From an optimization exercise on the open Yosys and OpenROAD flow, aimed at small area and a short achievable clock period; shortcuts taken in it are not production practice.
Function was checked by simulation only, so behaviour that the tests miss may differ from the original.
Power and IR drop assume default switching activity.

`design/flow/flow/run.sh`:
```
#!/bin/bash
# The standard layout with three changes:
# - port buffers are buf_4 cells (the standard flow picks a slow delay cell);
# - synthesis, floorplan and placement run with the default setup margin, so the
#   wire-load-model repair in the floorplan step does not upsize for paths that
#   the propagated clock relieves;
# - CTS and global routing repair timing to the margin in flow/margin.txt,
#   free to change a cell's footprint when resizing.
set -euo pipefail
MARGIN=$(cat flow/margin.txt)
export BUFFER_PORTS_ARGS="-buffer_cell sky130_fd_sc_hd__buf_4"
bash standard.sh synth floorplan place > make_synth_place.log 2>&1
bash standard.sh SETUP_SLACK_MARGIN=$MARGIN MATCH_CELL_FOOTPRINT=0 finish > make_cts_route_finish.log 2>&1
```
`design/flow/flow/margin.txt`:
```
2.5
```
`design/flow/standard.sh`:
```
#!/bin/bash
# synth_recipe.tcl (not shown) runs the flow's synth.tcl, then flattens the netlist and writes it again
# the make line also repeats each setting of config.mk as NAME=value (left out here)
make -C /OpenROAD-flow-scripts/flow DESIGN_CONFIG=/design/flow/config.mk WORK_HOME=/design/flow/orfs CLKGATE_MAP_FILE= SYNTH_SCRIPT=/design/flow/synth_recipe.tcl "${@:-finish}"
```
`design/flow/config.mk`:
```
export PLATFORM = sky130hd
export DESIGN_NAME = sctrl_multi
export DESIGN_NICKNAME = sctrl_multi
export VERILOG_FILES = /design/flow/design.v
export SDC_FILE = /design/flow/constraint.sdc
export NUM_CORES = 4
export LEC_CHECK = 0
export CAP_MARGIN = 20
export CORE_MARGIN = 2
export CORE_UTILIZATION = 55
export CTS_CLUSTER_DIAMETER = 100
export CTS_CLUSTER_SIZE = 30
export PLACE_DENSITY = 0.65
export SLEW_MARGIN = 20
export SYNTH_HIERARCHICAL = 1
```
`design/flow/constraint.sdc`:
```
create_clock -name core_clock -period 5.0 [get_ports {clk}]
set_input_delay 1.0000 -clock core_clock [delete_from_list [all_inputs] [get_ports {clk}]]
set_output_delay 1.0000 -clock core_clock [all_outputs]
set_load 0.01 [all_outputs]
```
`design/flow/design.v`:
```
package sctrl_pkg;
  typedef enum logic [1:0] {
    IDLE = 2'd0,
    FILL = 2'd1,
    FULL = 2'd2
  } ch_state_e;
  localparam int REG_CTRL   = 0;
  localparam int REG_CLEAR  = 1;
  localparam int REG_STATUS = 2;
  localparam int REG_WMARK  = 3;
  localparam int CTRL_EN_BIT   = 0;
  localparam int CTRL_MASK_BIT = 1;
  localparam int CTRL_W        = 2;
  function automatic int ch_width(input int n);
    if (n <= 2) ch_width = 1;
    else ch_width = $clog2(n);
  endfunction
endpackage
module sctrl_rd_aoi3 #(
  parameter int DATA_W = 32
) (
  input  logic [2:0]        sel,
  input  logic [DATA_W-1:0] d0,
  input  logic [DATA_W-1:0] d1,
  input  logic [DATA_W-1:0] d2,
  output logic [DATA_W-1:0] yn
);
  assign yn = ~(({DATA_W{sel[0]}} & d0) | ({DATA_W{sel[1]}} & d1) | ({DATA_W{sel[2]}} & d2));
endmodule
module sctrl_rd_aoi2 #(
  parameter int DATA_W = 32
) (
  input  logic [1:0]        sel,
  input  logic [DATA_W-1:0] d0,
  input  logic [DATA_W-1:0] d1,
  output logic [DATA_W-1:0] yn
);
  assign yn = ~(({DATA_W{sel[0]}} & d0) | ({DATA_W{sel[1]}} & d1));
endmodule
module sctrl_rd_nand #(
  parameter int N      = 4,
  parameter int DATA_W = 32
) (
  input  logic [N*DATA_W-1:0] a,
  output logic [DATA_W-1:0]   y
);
  logic [DATA_W-1:0] t;
  always_comb begin
    t = '1;
    for (int i = 0; i < N; i++) t = t & a[i*DATA_W +: DATA_W];
  end
  assign y = ~t;
endmodule
module sctrl_rd_nor #(
  parameter int N      = 4,
  parameter int DATA_W = 32
) (
  input  logic [N*DATA_W-1:0] a,
  output logic [DATA_W-1:0]   y
);
  logic [DATA_W-1:0] t;
  always_comb begin
    t = '0;
    for (int i = 0; i < N; i++) t = t | a[i*DATA_W +: DATA_W];
  end
  assign y = ~t;
endmodule
module sctrl_rd_dec #(
  parameter int NUM_CH = 2,
  parameter int CH_W   = 1,
  parameter int IDX_W  = 6
) (
  input  logic                        rd_buf,
  input  logic [CH_W-1:0]             a_ch,
  input  logic [IDX_W-1:0]            a_idx,
  output logic [NUM_CH*(1<<IDX_W)-1:0] sel
);
  localparam int LO_W = IDX_W / 2;
  localparam int HI_W = IDX_W - LO_W;
  logic [NUM_CH*(1<<HI_W)-1:0] hi;
  logic [(1<<LO_W)-1:0]        lo;
  for (genvar c = 0; c < NUM_CH; c++) begin : gen_c
    for (genvar k = 0; k < (1 << HI_W); k++) begin : gen_k
      assign hi[c*(1<<HI_W) + k] = rd_buf && (a_ch == CH_W'(c)) && (a_idx[IDX_W-1:LO_W] == HI_W'(k));
    end
  end
  for (genvar j = 0; j < (1 << LO_W); j++) begin : gen_j
    assign lo[j] = (a_idx[LO_W-1:0] == LO_W'(j));
  end
  for (genvar c = 0; c < NUM_CH; c++) begin : gen_sc
    for (genvar i = 0; i < (1 << IDX_W); i++) begin : gen_si
      assign sel[c*(1<<IDX_W) + i] = hi[c*(1<<HI_W) + (i >> LO_W)] && lo[i % (1 << LO_W)];
    end
  end
endmodule
module sctrl_wr_dec #(
  parameter int IDX_W = 6
) (
  input  logic                  capture,
  input  logic [IDX_W-1:0]      idx,
  output logic [(1<<IDX_W)-1:0] we
);
  localparam int LO_W = IDX_W / 2;
  localparam int HI_W = IDX_W - LO_W;
  logic [(1<<HI_W)-1:0] hi;
  logic [(1<<LO_W)-1:0] lo;
  for (genvar k = 0; k < (1 << HI_W); k++) begin : gen_k
    assign hi[k] = (idx[IDX_W-1:LO_W] == HI_W'(k));
  end
  for (genvar j = 0; j < (1 << LO_W); j++) begin : gen_j
    assign lo[j] = (idx[LO_W-1:0] == LO_W'(j));
  end
  for (genvar i = 0; i < (1 << IDX_W); i++) begin : gen_i
    assign we[i] = capture && hi[i >> LO_W] && lo[i % (1 << LO_W)];
  end
endmodule
module sctrl_multi #(
  parameter int NUM_CH  = 2,
  parameter int DEPTH   = 64,
  parameter int DATA_W  = 32,
  localparam int CH_W   = sctrl_pkg::ch_width(NUM_CH),
  localparam int IDX_W  = $clog2(DEPTH),
  localparam int ADDR_W = CH_W + 1 + IDX_W
) (
  input  logic                     clk,
  input  logic                     rstn,
  input  logic                     req,
  input  logic                     we,
  input  logic [ADDR_W-1:0]        addr,
  input  logic [DATA_W-1:0]        wdata,
  output logic [DATA_W-1:0]        rdata,
  output logic                     rvalid,
  input  logic [NUM_CH-1:0]        sensor_ready,
  input  logic [NUM_CH*DATA_W-1:0] sensor_out,
  output logic [NUM_CH-1:0]        sensor_en,
  output logic [NUM_CH-1:0]        ch_irq,
  output logic                     sensor_interrupt
);
  localparam int CNT_W = IDX_W + 1;
  localparam int CW    = sctrl_pkg::CTRL_W;
  localparam logic [CNT_W-1:0] DEPTH_C = CNT_W'(DEPTH);
  localparam int G1  = (DEPTH + 2) / 3;
  localparam int N3  = DEPTH - 2 * G1;    
  localparam int G2  = (G1 + 3) / 4;
  localparam int P2  = NUM_CH * G2;      
  localparam int G3  = (P2 + 3) / 4;     
  logic [CH_W-1:0]   a_ch;
  logic              a_sel;
  logic [IDX_W-1:0]  a_idx;
  logic              reg_wr;
  logic              rd_req;
  logic [NUM_CH*DEPTH-1:0] rd_sel_all;
  logic [NUM_CH-1:0]           ch_mask;
  logic [CW-1:0]     ch_ctrl  [NUM_CH];
  logic [CNT_W-1:0]  ch_count [NUM_CH];
  logic [CNT_W-1:0]  ch_wmark [NUM_CH];
  logic [P2*DATA_W-1:0] part;
  logic [G3*DATA_W-1:0] rdn_d, rdn_q;
  logic              rvalid_q;
  logic [DATA_W-1:0] reg_rdata, regn_q;
  logic              sensor_interrupt_q;
  assign a_ch   = addr[ADDR_W-1 -: CH_W];
  assign a_sel  = addr[IDX_W];
  assign a_idx  = addr[IDX_W-1:0];
  assign reg_wr = req && we && !a_sel;
  assign rd_req = req && !we;
  sctrl_rd_dec #(.NUM_CH(NUM_CH), .CH_W(CH_W), .IDX_W(IDX_W)) u_rd_dec (
    .rd_buf (rd_req && a_sel),
    .a_ch   (a_ch),
    .a_idx  (a_idx),
    .sel    (rd_sel_all)
  );
  for (genvar c = 0; c < NUM_CH; c++) begin : gen_ch
    logic hit, wr_ctrl, wr_clear, wr_wmark;
    logic [CW-1:0]    ctrl_q, ctrl_d;
    logic [CNT_W-1:0] wptr_q, wptr_d;
    logic [CNT_W-1:0] wmark_q, wmark_d;
    logic             sensor_en_q, sensor_en_d;
    logic             irq_q, irq_d;
    logic             capture;
    logic [DEPTH-1:0] wr_word;
    logic [DEPTH-1:0] rd_sel;
    logic [DEPTH*DATA_W-1:0]      mem;
    logic [G1*DATA_W-1:0]         yn1;
    assign hit      = (a_ch == CH_W'(c));
    assign wr_ctrl  = reg_wr && hit && (a_idx == IDX_W'(sctrl_pkg::REG_CTRL));
    assign wr_clear = reg_wr && hit && (a_idx == IDX_W'(sctrl_pkg::REG_CLEAR));
    assign wr_wmark = reg_wr && hit && (a_idx == IDX_W'(sctrl_pkg::REG_WMARK));
    always_comb begin
      wmark_d = wmark_q;
      if (wr_wmark) begin
        if (wdata == '0)
          wmark_d = CNT_W'(1);
        else if (wdata > DATA_W'(DEPTH))
          wmark_d = DEPTH_C;
        else
          wmark_d = wdata[CNT_W-1:0];
      end
    end
    always_ff @(posedge clk or negedge rstn) begin
      if (!rstn) wmark_q <= DEPTH_C;
      else       wmark_q <= wmark_d;
    end
    logic             wd_zero, wd_over;
    logic             ge_q0, ge_q1, ge_n0, ge_n1;
    logic [CNT_W:0]   wptr_inc;
    assign wptr_inc = {1'b0, wptr_q} + 1'b1;
    assign wd_zero  = (wdata == '0);
    assign wd_over  = (wdata > DATA_W'(DEPTH));
    assign ge_q0    = (wptr_q >= wmark_q);
    assign ge_q1    = (wptr_inc >= {1'b0, wmark_q});
    assign ge_n0    = wd_zero ? (wptr_q != '0) :
                      wd_over ? (wptr_q == DEPTH_C) : (wptr_q >= wdata[CNT_W-1:0]);
    assign ge_n1    = wd_zero ? 1'b1 :
                      wd_over ? (wptr_inc >= {1'b0, DEPTH_C}) : (wptr_inc >= {1'b0, wdata[CNT_W-1:0]});
    always_comb begin
      ctrl_d = ctrl_q;
      if (wr_ctrl)
        ctrl_d = wdata[CW-1:0];
      capture = sensor_en_q && sensor_ready[c] && !wr_clear;
      wptr_d = wptr_q;
      if (wr_clear)
        wptr_d = '0;
      else if (capture)
        wptr_d = wptr_q + 1'b1;
      sensor_en_d = ctrl_d[sctrl_pkg::CTRL_EN_BIT] && (wptr_d != DEPTH_C);
      irq_d = ctrl_d[sctrl_pkg::CTRL_EN_BIT] && !wr_clear &&
              (wr_wmark ? (capture ? ge_n1 : ge_n0) : (capture ? ge_q1 : ge_q0));
    end
    always_ff @(posedge clk or negedge rstn) begin
      if (!rstn) begin
        ctrl_q      <= '0;
        wptr_q      <= '0;
        sensor_en_q <= 1'b0;
        irq_q       <= 1'b0;
      end else begin
        ctrl_q      <= ctrl_d;
        wptr_q      <= wptr_d;
        sensor_en_q <= sensor_en_d;
        irq_q       <= irq_d;
      end
    end
    sctrl_wr_dec #(.IDX_W(IDX_W)) u_wr_dec (
      .capture (capture),
      .idx     (wptr_q[IDX_W-1:0]),
      .we      (wr_word)
    );
    for (genvar i = 0; i < DEPTH; i++) begin : gen_word
      always_ff @(posedge clk) begin
        if (wr_word[i])
          mem[i*DATA_W +: DATA_W] <= sensor_out[c*DATA_W +: DATA_W];
      end
    end
    assign rd_sel = rd_sel_all[c*DEPTH +: DEPTH];
    for (genvar g = 0; g < G1; g++) begin : gen_g1
      if (g < N3) begin : gen_3
        sctrl_rd_aoi3 #(.DATA_W(DATA_W)) u_aoi (
          .sel (rd_sel[3*g +: 3]),
          .d0  (mem[(3*g)*DATA_W +: DATA_W]),
          .d1  (mem[(3*g+1)*DATA_W +: DATA_W]),
          .d2  (mem[(3*g+2)*DATA_W +: DATA_W]),
          .yn  (yn1[g*DATA_W +: DATA_W])
        );
      end else begin : gen_2
        localparam int B = 3*N3 + 2*(g - N3);
        sctrl_rd_aoi2 #(.DATA_W(DATA_W)) u_aoi (
          .sel (rd_sel[B +: 2]),
          .d0  (mem[(B)*DATA_W +: DATA_W]),
          .d1  (mem[(B+1)*DATA_W +: DATA_W]),
          .yn  (yn1[g*DATA_W +: DATA_W])
        );
      end
    end
    for (genvar h = 0; h < G2; h++) begin : gen_g2
      localparam int SZ = (G1 - 4*h) < 4 ? (G1 - 4*h) : 4;
      sctrl_rd_nand #(.N(SZ), .DATA_W(DATA_W)) u_nand (
        .a (yn1[4*h*DATA_W +: SZ*DATA_W]),
        .y (part[(c*G2 + h)*DATA_W +: DATA_W])
      );
    end
    assign ch_ctrl[c]  = ctrl_q;
    assign ch_count[c] = wptr_q;
    assign ch_wmark[c] = wmark_q;
    assign ch_mask[c]  = ctrl_q[sctrl_pkg::CTRL_MASK_BIT];
    assign sensor_en[c] = sensor_en_q;
    assign ch_irq[c]    = irq_q;
  end
  always_comb begin
    reg_rdata = '0;
    if (rd_req && !a_sel && (int'(a_ch) < NUM_CH)) begin
      case (a_idx)
        IDX_W'(sctrl_pkg::REG_CTRL):   reg_rdata[CW-1:0] = ch_ctrl[a_ch];
        IDX_W'(sctrl_pkg::REG_STATUS): begin
          reg_rdata[CNT_W-1:0] = ch_count[a_ch];
          reg_rdata[DATA_W-1]  = (ch_count[a_ch] == DEPTH_C);
        end
        IDX_W'(sctrl_pkg::REG_WMARK):  reg_rdata[CNT_W-1:0] = ch_wmark[a_ch];
        default: ;
      endcase
    end
  end
  for (genvar k = 0; k < G3; k++) begin : gen_g3
    localparam int SZ = (P2 - 4*k) < 4 ? (P2 - 4*k) : 4;
    sctrl_rd_nor #(.N(SZ), .DATA_W(DATA_W)) u_nor (
      .a (part[4*k*DATA_W +: SZ*DATA_W]),
      .y (rdn_d[k*DATA_W +: DATA_W])
    );
  end
  always_ff @(posedge clk or negedge rstn) begin
    if (!rstn) begin
      rvalid_q           <= 1'b0;
      sensor_interrupt_q <= 1'b0;
    end else begin
      rvalid_q           <= rd_req;
      sensor_interrupt_q <= |(ch_irq & ch_mask);
    end
  end
  always_ff @(posedge clk) begin
    rdn_q  <= rdn_d;
    regn_q <= ~reg_rdata;
  end
  always_comb begin
    logic [DATA_W-1:0] t;
    t = regn_q;
    for (int k = 0; k < G3; k++) t = t & rdn_q[k*DATA_W +: DATA_W];
    rdata = ~t;
  end
  assign rvalid           = rvalid_q;
  assign sensor_interrupt = sensor_interrupt_q;
endmodule
```
==> reports/metrics.yaml <==
run_status:
  status: "complete, no violations"
detailed_routing:
  drt-total-wl_mm: 465
  routed_via_density: 7.25
  post-route-drc-count: 0
  ant_nets: 0
  num_vias: 86043
  drt_first_pass_iters: 9
  drt_iter0_markers: 18088
  drt-wirelength-per-cell_um: 39.1
power_and_ir_drop:
  ir_drop_mv: 0.302
  cellPowerDensity_nw_per_um2: 333
  leakage_uw: 0.0535
  swShare_pct: 20.2
  p_seq_share_pct: 67.9
  p_int_uw: 45700
  p_sw_uw: 11600
  combPwrFrac_pct: 2.9
  clockPowerShare_pct: 29.2
clock_network:
  clockBufferDepth: 4
  root_buffer: "clkbuf_16"
  clk_latency_ns: 0.92
  cts_buffers: 168
  path_clk_slew_ns: 0.11
  cts_tree: "built"
  cts.sinks: 4238
  htreeDepth: 4
sta:
  relSlewSlack_pct: 37.3
  rsz0062_at_grt: "true"
  fin_worst_skew_ns: 0.0492
  max_freq_ghz: 0.332
  tightest_slew_ns: 0.940
  finalMaxSlewViolations: 0
  setup_viol: 0
  fin_ws_ns: 1.99
  period_needed_ns: 3.01
  fin_crit_sh_pct: 60.2
  finalHoldViolCount: 0
  fin_tns_setup_ns: 0
  fin_hold_ws_ns: 0.0554
synthesis:
  ys_ff_latch: 4238
  avgSynthCellArea_um2: 20.7
  synth.cell_area_um2: 152000
  synth_cell_types: 66
  async_flop_share_pct: 0.897
  syn_inst: 7327
  synth.most_common_cell: "edfxtp_1"
  yosysWarnings: 13
  synth.area.top_cells: "edfxtp_1 (81%), a222oi_1 (8.4%), buf_6 (1.9%)"
  synth-seq-area-share_pct: 83.1
  yosys.area.top_type: "edfxtp_1"
  netlist.area_leader.share_pct: 81.1
  synth-edff-count: 4096
  synthFlopType: "edfxtp_1"
  synth_common_cells: "edfxtp_1 (4096), a222oi_1 (1280), nand4_1 (342), buf_6 (258), nor2_1 (247)"
  synth_nets: 7497
floorplanning:
  core_area_um2: 274000
  die_h_um: 529
  initial_core_util_pct: 55.4
  dieArea_um2: 280000
  ios: 148
  rows: 192
  die_w_um: 529
min_path:
  holdCritPathClass: "input pin to async pin"
run:
  max_cap_viol_count: 0
final_layout:
  design_area_um2: 172000
  fillers: 18379
  area_delta_synth_final_pct: 13.5
  post_layout_nonfiller_instances: 11875
  final_nets: 8248
  drive_gt1_share_pct: 21.9
critical_path:
  cp.required_ns: 4.00
  max_stage_delay_ns: 0.46
  critPathKind: "register to primary output"
  critical_path.cell_chain: "nand4_1, buf_4"
  startpoint_type: "register"
  end_kind: "primary output"
  cpMaxStageDelayCell: "dfxtp_4"
  worst-path-max-fanout: 1
  arrival_ns: 2.01
global_routing:
  grt.total_usage_pct: 32.4
  gr-max-usage-layer: "met2"
  grt_use_met1_pct: 44.0
  use_met3_pct: 6.76
  grt_pass1_vias: 80235
  grtUsageMet2_pct: 51.1
  grt_max_degree: 65
  grt_pass1_wl_mm: 634
  antenna_found_initial: 20
  overflow: 0
place:
  numPlacedInstances: 11099
  io_buffers: 147
  dp_hpwl_mm: 262
  gp_congestion: 0.893
  pre_cts_ws_ns: 0.359
  place_area_um2: 159000
layout make-up:
class / instances / area [µm²] / share of cell area, %
inverter: 26 / 100 / 0.0582
timing repair buffer: 1026 / 11700 / 6.79
tap: 3686 / 4610 / 2.68
clock inverter: 9 / 129 / 0.0749
clock buffer: 258 / 4580 / 2.66
sequential: 4238 / 126000 / 73.4
antenna: 14 / 35.0 / 0.0204
multi-input combinational: 2618 / 24600 / 14.3
kinds of logic (layout without fill, tap and decap cells):
group           after synthesis  after routing  synth area share [%]
buf+inv                     490           1319                  2.63
xor+xnor                     21             21                 0.121
mux                          19             19                 0.180
simple gates               1009           1028                  4.07
other cells                   0             14                     0
compound gates             1490           1490                  9.43
flops                      4238           4238                  83.1
fa+ha+maj                    60             60                 0.495
what timing repair did:
| action | 4_1_cts | 5_1_grt |
|---|---|---|
| buffers inserted | 326 | 115 |
| hold buffers | 0 | 0 |
| gates resized for setup | 642 | 180 |
| setup endpoints to repair | 4221 | 2189 |
| pin swaps | 360 | 261 |
| gates cloned | 43 | 11 |
sequential cells by signal, indices dropped and copies added, names as in the netlist:
signal / count
rdn_q: 96
regn_q: 8
rvalid_q: 1
gen_ch.sensor_en_q: 2
gen_ch.irq_q: 2
gen_ch.ctrl_q: 4
gen_ch.wmark_q: 14
sensor_interrupt_q: 1
gen_ch.wptr_q: 14
gen_ch.mem: 4096
per-layer routing:
| layer | wire length [µm] | vias to the layer above |
|---|---|---|
| li1 | - | 34172 |
| met1 | 160000 | 44733 |
| met2 | 218000 | 6295 |
| met3 | 61200 | 835 |
| met4 | 25300 | 8 |
| met5 | 53 | - |
critical path, delay by kind of cell, from the launching register on:
kind	cells	cell delay, ns
and+or+nand+nor	1	0.35
buffers and inverters	1	0.28
DFF	1	0.46
metrics by stage:
step	util (%)	total power (µW)
2_1_floorplan	-	40000
3_3_place_gp	58.0	41100
3_5_place_dp	58.1	41100
4_1_cts	62.1	57300
5_1_grt	62.8	58500
6_report	62.8	57300
power by group through the flow:
stage          Sequential [µW]  Clock [µW]  Combinational (µW)
6_report                 38900       16800                1640
3_5_place_dp             39800           0                1350
5_1_grt                  38900       17900                1700
4_1_cts                  38900       16800                1540
3_3_place_gp             39800           0                1290
2_1_floorplan            39700           0                 312
final timing paths:
| kind | startpoint | endpoint | slack, ns | cells past startpoint |
|---|---|---|---|---|
| worst min-delay path | rstn | gen_ch[1].sensor_en_q | 0.06 | 1 |
| max in group asynchronous | rstn | gen_ch[0].wptr_q[5] | 4.54 | 1 |
| worst min register to register | gen_ch[1].wmark_q[6] | gen_ch[1].wmark_q[6] | 0.51 | 2 |
| min in group core_clock | we | rvalid_q | 0.25 | 2 |
| worst max-delay path | rdn_q[64] | rdata[0] | 1.99 | 2 |
| worst max register to register | gen_ch[1].wptr_q[1] | gen_ch[1].mem[1318] | 2.49 | 5 |
layout by cell type, fill, tap and decap left out, types with 15 or more instances in the layout:
| cell type | instances |
|---|---|
| edfxtp_1 | 4096 |
| a222oi_1 | 1280 |
| buf_4 | 560 |
| nand4_1 | 342 |
| nor2_4 | 233 |
| buf_6 | 208 |
| clkbuf_16 | 200 |
| buf_12 | 179 |
| a22oi_1 | 128 |
| nand2_1 | 103 |
| nor4_2 | 94 |
| clkbuf_1 | 88 |
| dfxtp_4 | 63 |
| ha_1 | 55 |
| buf_8 | 33 |
| nor2_1 | 30 |
| nor3_2 | 27 |
| dfrtp_1 | 26 |
| nand3_4 | 25 |
| dfxtp_2 | 25 |
| inv_1 | 23 |
| a21oi_1 | 19 |
| o21ai_0 | 19 |
| nand4b_1 | 16 |
| dfxtp_1 | 16 |
| nor3_1 | 15 |

-- separate check: timing with driven ports --
No port has a modelled driver above. Below, the same layout with a new extraction and two added sets of constraints.
Step 1 (the two cells are an assumption about what drives the block):
set clk [get_ports {clk}]
set_driving_cell -lib_cell sky130_fd_sc_hd__clkbuf_16 $clk
set_driving_cell -lib_cell sky130_fd_sc_hd__buf_2 [delete_from_list [all_inputs] $clk]
Step 2, shift: input delay + t, output delay - t, t = (earliest + latest rising clock arrival at the registers) / 2. This alone moves slack from input paths to output paths.
Three values: no drivers, after step 1, after step 2; two values: the first two.
t (ns): 0.995
slack for setup (ns): 1.992 / 1.891 / 1.126
hold WS [ns]: 0.055 / -0.021 / 0.515
clock arrival spread, ns: 0.062 / 0.062
pins driven straight from the clock port: 1
After both steps this run still meets setup and hold. The setup slack of this run moves by -0.101 ns with the drivers and by -0.866 ns with both steps.
